Background: an optimization exercise with open tools, aiming at small area and a short achievable clock period. Do not read the settings as production practice.
In this exercise RTL edits were held to simulation tests only and were not proved equivalent to the original.

red:
==> flow/design.v <==
package hansen_icache_pkg;
    localparam int LINES    = 16;
    localparam int WORDS    = 4;
    localparam int OFFSET_W = 2;
    localparam int INDEX_W  = 4;
    localparam int TAG_W    = 24;
endpackage
module hansen_icache_aoi222 (input logic a1, a2, b1, b2, c1, c2, output logic y);
    assign y = !((a1 && a2) || (b1 && b2) || (c1 && c2));
endmodule
module hansen_icache_nand2 (input logic a, b, output logic y);
    assign y = !(a && b);
endmodule
module hansen_icache_nand3 (input logic a, b, c, output logic y);
    assign y = !(a && b && c);
endmodule
module hansen_icache_nand4 (input logic a, b, c, d, output logic y);
    assign y = !(a && b && c && d);
endmodule
module hansen_icache_nor2 (input logic a, b, output logic y);
    assign y = !(a || b);
endmodule
module hansen_icache_xnor2 (input logic a, b, output logic y);
    assign y = !(a ^ b);
endmodule
module hansen_icache_and3 (input logic a, b, c, output logic y);
    assign y = a && b && c;
endmodule
module hansen_icache_dec2 (input logic [1:0] a, output logic [3:0] y);
    assign y = 4'b0001 << a;
endmodule
module hansen_icache_rdbit (
    input  logic [63:0] sel,
    input  logic [63:0] d,
    output logic        y
);
    logic [21:0] t;    
    logic [5:0]  u;    
    logic [2:0]  v;
    for (genvar k = 0; k < 21; k++) begin : g_t
        hansen_icache_aoi222 u_t (.a1(sel[3*k]), .a2(d[3*k]), .b1(sel[3*k+1]), .b2(d[3*k+1]),
                                  .c1(sel[3*k+2]), .c2(d[3*k+2]), .y(t[k]));
    end
    hansen_icache_nand2 u_t21 (.a(sel[63]), .b(d[63]), .y(t[21]));
    for (genvar m = 0; m < 5; m++) begin : g_u
        hansen_icache_nand4 u_u (.a(t[4*m]), .b(t[4*m+1]), .c(t[4*m+2]), .d(t[4*m+3]), .y(u[m]));
    end
    hansen_icache_nand2 u_u5 (.a(t[20]), .b(t[21]), .y(u[5]));
    for (genvar n = 0; n < 3; n++) begin : g_v
        hansen_icache_nor2 u_v (.a(u[2*n]), .b(u[2*n+1]), .y(v[n]));
    end
    hansen_icache_nand3 u_y (.a(v[0]), .b(v[1]), .c(v[2]), .y(y));
endmodule
module hansen_icache_tagcmp (
    input  logic [23:0] stored,
    input  logic [23:0] tag,
    input  logic        vsel,
    output logic        y
);
    logic [23:0] eq;
    logic [5:0]  n;
    logic [2:0]  m;
    for (genvar j = 0; j < 24; j++) begin : g_eq
        hansen_icache_xnor2 u_eq (.a(stored[j]), .b(tag[j]), .y(eq[j]));
    end
    for (genvar k = 0; k < 6; k++) begin : g_n
        hansen_icache_nand4 u_n (.a(eq[4*k]), .b(eq[4*k+1]), .c(eq[4*k+2]), .d(eq[4*k+3]), .y(n[k]));
    end
    for (genvar k = 0; k < 3; k++) begin : g_m
        hansen_icache_nor2 u_m (.a(n[2*k]), .b(n[2*k+1]), .y(m[k]));
    end
    hansen_icache_nand4 u_y (.a(m[0]), .b(m[1]), .c(m[2]), .d(vsel), .y(y));
endmodule
module hansen_icache_data (
    input  logic        clk,
    input  logic [3:0]  rd_index,
    input  logic [1:0]  rd_offset,
    input  logic [23:0] rd_tag,
    input  logic [15:0] rd_valid,
    output logic [31:0] rd_data,
    output logic [1:0]  rd_miss,     
    input  logic        wr_en,
    input  logic [3:0]  wr_index,
    input  logic [1:0]  wr_offset,
    input  logic [31:0] wr_data,
    input  logic        tag_we,
    input  logic [23:0] wr_tag
);
    logic [31:0] data_mem [64];
    logic [23:0] tag_mem  [16];
    logic [63:0] word_sel [4];
    logic [15:0] vsel, line_hit_n;
    logic [3:0]  q;
    logic [3:0]  dec_w [4], dec_lo [4], dec_hi [4];
    for (genvar c = 0; c < 4; c++) begin : g_dec
        hansen_icache_dec2 u_dec_w  (.a(rd_offset),     .y(dec_w[c]));
        hansen_icache_dec2 u_dec_lo (.a(rd_index[1:0]), .y(dec_lo[c]));
        hansen_icache_dec2 u_dec_hi (.a(rd_index[3:2]), .y(dec_hi[c]));
        for (genvar i = 0; i < 16; i++) begin : g_sel
            for (genvar j = 0; j < 4; j++) begin : g_w
                hansen_icache_and3 u_wsel (.a(dec_w[c][j]), .b(dec_lo[c][i%4]), .c(dec_hi[c][i/4]),
                                           .y(word_sel[c][i*4+j]));
            end
        end
    end
    for (genvar i = 0; i < 16; i++) begin : g_vsel
        hansen_icache_and3 u_vsel (.a(rd_valid[i]), .b(dec_lo[0][i%4]), .c(dec_hi[0][i/4]), .y(vsel[i]));
    end
    for (genvar b = 0; b < 32; b++) begin : g_rd
        logic [63:0] d;
        for (genvar w = 0; w < 64; w++) begin : g_d
            assign d[w] = data_mem[w][b];
        end
        hansen_icache_rdbit u_bit (.sel(word_sel[b/8]), .d(d), .y(rd_data[b]));
    end
    for (genvar i = 0; i < 16; i++) begin : g_tag
        hansen_icache_tagcmp u_cmp (.stored(tag_mem[i]), .tag(rd_tag), .vsel(vsel[i]), .y(line_hit_n[i]));
    end
    for (genvar k = 0; k < 4; k++) begin : g_q
        hansen_icache_nand4 u_q (.a(line_hit_n[4*k]), .b(line_hit_n[4*k+1]), .c(line_hit_n[4*k+2]),
                                 .d(line_hit_n[4*k+3]), .y(q[k]));
    end
    hansen_icache_nor2 u_miss0 (.a(q[0]), .b(q[1]), .y(rd_miss[0]));
    hansen_icache_nor2 u_miss1 (.a(q[2]), .b(q[3]), .y(rd_miss[1]));
    always_ff @(posedge clk) begin
        for (int i = 0; i < 16; i++) begin
            for (int j = 0; j < 4; j++)
                if (wr_en && wr_index == 4'(i) && wr_offset == 2'(j))
                    data_mem[i*4+j] <= wr_data;
            if (tag_we && wr_index == 4'(i))
                tag_mem[i] <= wr_tag;
        end
    end
endmodule
module hansen_icache #(
    parameter int LINES      = 16,
    parameter int WORDS      = 4,
    parameter int MISS_CNT_W = 16
) (
    input  logic                  clk,
    input  logic                  reset_n,
    input  logic [31:0]           cpu_addr,
    output logic [31:0]           cpu_rdata,
    output logic                  cpu_hit,
    output logic                  cpu_stall,
    input  logic                  flush,
    output logic                  mem_req,
    output logic [31:0]           mem_addr,
    input  logic                  mem_ack,
    input  logic                  mem_rvalid,
    input  logic [31:0]           mem_rdata,
    output logic [MISS_CNT_W-1:0] miss_count
);
    logic        busy;
    logic [15:0] valid;
    logic [1:0]  beat;
    logic        flush_pending;
    logic [27:0] line_addr;
    logic [3:0]  fill_index;
    logic [1:0]  line_miss;
    logic        start_miss, filling, beat_wr, last_beat;
    logic [1:0]  unused_addr_bits;
    assign unused_addr_bits = cpu_addr[1:0];
    assign mem_addr   = {line_addr, 4'b0000};
    assign fill_index = line_addr[3:0];
    assign cpu_hit    = !(busy || (line_miss[0] && line_miss[1]));
    assign cpu_stall  = !cpu_hit;
    assign start_miss = !busy && line_miss[0] && line_miss[1] && !flush;
    assign filling    = busy && !mem_req;
    assign beat_wr    = filling && mem_rvalid;
    assign last_beat  = beat_wr && (beat == 2'd3);
    hansen_icache_data u_data (
        .clk       (clk),
        .rd_index  (cpu_addr[7:4]),
        .rd_offset (cpu_addr[3:2]),
        .rd_tag    (cpu_addr[31:8]),
        .rd_valid  (valid),
        .rd_data   (cpu_rdata),
        .rd_miss   (line_miss),
        .wr_en     (beat_wr),
        .wr_index  (fill_index),
        .wr_offset (beat),
        .wr_data   (mem_rdata),
        .tag_we    (last_beat),
        .wr_tag    (line_addr[27:4])
    );
    always_ff @(posedge clk or negedge reset_n) begin
        if (!reset_n) begin
            busy          <= 1'b0;
            valid         <= '0;
            mem_req       <= 1'b0;
            line_addr     <= '0;
            beat          <= '0;
            miss_count    <= '0;
            flush_pending <= 1'b0;
        end else begin
            if (start_miss) begin
                busy      <= 1'b1;
                mem_req   <= 1'b1;
                line_addr <= cpu_addr[31:4];
                if (miss_count != '1)
                    miss_count <= miss_count + MISS_CNT_W'(1);
            end
            if (mem_req && mem_ack) begin
                mem_req <= 1'b0;
                beat    <= '0;
            end
            if (beat_wr)
                beat <= beat + 2'd1;
            if (last_beat) begin
                busy              <= 1'b0;
                valid[fill_index] <= !flush_pending;
                flush_pending     <= 1'b0;
            end
            if (flush)
                valid <= '0;
            if (flush && busy && !last_beat)
                flush_pending <= 1'b1;
        end
    end
endmodule
clock: 5.5 ns
lec_check: 0
cap_margin: 30
core_margin: 2
core_utilization: 65
place_density: 0.8
setup_slack_margin: 2.0
slew_margin: 30
synth_hierarchical: 1
synth_minimum_keep_size: 0
standard.sh (not shown) runs the stock make flow with config.mk's settings and CLKGATE_MAP_FILE= SYNTH_SCRIPT=/design/flow/synth_recipe.tcl, a recipe that flattens the netlist after the stock synthesis.
==> flow/flow/run.sh <==
#!/bin/bash
# Layout flow: the standard ORFS flow (standard.sh: its synthesis, floorplan, power grid and
# tap cells unchanged) with two settings it does not expose:
#  - clock tree synthesis clusters up to 30 flip-flops per clkbuf_16 leaf and adds no dummy
#    balancing loads;
#  - every input and output port gets a buf_2 port buffer (the resizer still upsizes the ones
#    on critical paths) instead of the default delay-cell-sized buffer.
# make's full output goes to flow_make.log here; each ORFS step also keeps its own log under
# orfs/logs/.
set -euo pipefail
CTS="-sink_clustering_enable -repair_clock_nets -sink_clustering_size 30"
CTS="$CTS -sink_clustering_max_diameter 60 -buf_list sky130_fd_sc_hd__clkbuf_16 -dont_use_dummy_load"
bash standard.sh "CTS_ARGS=$CTS" "BUFFER_PORTS_ARGS=-buffer_cell sky130_fd_sc_hd__buf_2" finish \
    > flow_make.log 2>&1
What blue does differently from red at the input level:
Settings: changing CAP_MARGIN from 30 to 20; changing SLEW_MARGIN from 30 to 20; changing PLACE_DENSITY from 0.8 to 0.75; setting CTS_BUF_LIST to sky130_fd_sc_hd__clkbuf_16 for the first time; setting CTS_CLUSTER_SIZE to 24 for the first time; changing CORE_UTILIZATION from 65 to 60; setting CTS_CLUSTER_DIAMETER to 60 for the first time.
diff --git a/flow/flow/run.sh b/flow/flow/run.sh
--- a/flow/flow/run.sh
+++ b/flow/flow/run.sh
@@ -3,3 +3,3 @@
 # tap cells unchanged) with two settings it does not expose:
-#  - clock tree synthesis clusters up to 30 flip-flops per clkbuf_16 leaf and adds no dummy
+#  - clock tree synthesis clusters up to 24 flip-flops per clkbuf_16 leaf and adds no dummy
 #    balancing loads;
@@ -10,3 +10,3 @@
 set -euo pipefail
-CTS="-sink_clustering_enable -repair_clock_nets -sink_clustering_size 30"
+CTS="-sink_clustering_enable -repair_clock_nets -sink_clustering_size 24"
 CTS="$CTS -sink_clustering_max_diameter 60 -buf_list sky130_fd_sc_hd__clkbuf_16 -dont_use_dummy_load"
Findings:
- Die area | blue > red
- On growth of design area from synthesis to finish: between blue and red, it ends up lower for red.
- Looking at end point of the critical path, the cpu_rdata[18] result is from red; the cpu_rdata[7] one comes from blue.
- Area occupied by multi-input gates: blue < red
- Layout checks on blue: not met. Flow itself completed; violations: capacitance limit, slew limit.

==> static timing again, ports no longer ideal <==
How much do the figures lean on ideal ports? The routed layouts below were timed once more, with nothing changed but the port constraints. Step 1 (the two cells are an assumption about what drives the block):
set clk [get_ports {clk}]
set_driving_cell -lib_cell sky130_fd_sc_hd__clkbuf_16 $clk
set_driving_cell -lib_cell sky130_fd_sc_hd__buf_2 [delete_from_list [all_inputs] $clk]
Step 2, shift: input delay + t, output delay - t, t = (earliest + latest rising clock arrival at the registers) / 2. This alone moves slack from input paths to output paths. Three values: ideal ports, drivers, drivers and shift; two values: the first two.
| run | t (ns) | setup WS [ns] | worst setup path after step 2 | clock arrival spread, ns | slew at the worst register clock pin (ns) |
|---|---|---|---|---|---|
| red | 0.857 | 1.018 / 0.724 / 0.724 | input to output | 0.094 / 0.094 | 0.11 / 0.11 |
| blue | 0.861 | 1.186 / 0.859 / 0.859 | input to output | 0.103 / 0.102 | 0.10 / 0.10 |
For blue, which loses most, drivers alone change the setup slack by -0.327 ns; drivers and shift together by -0.327 ns.
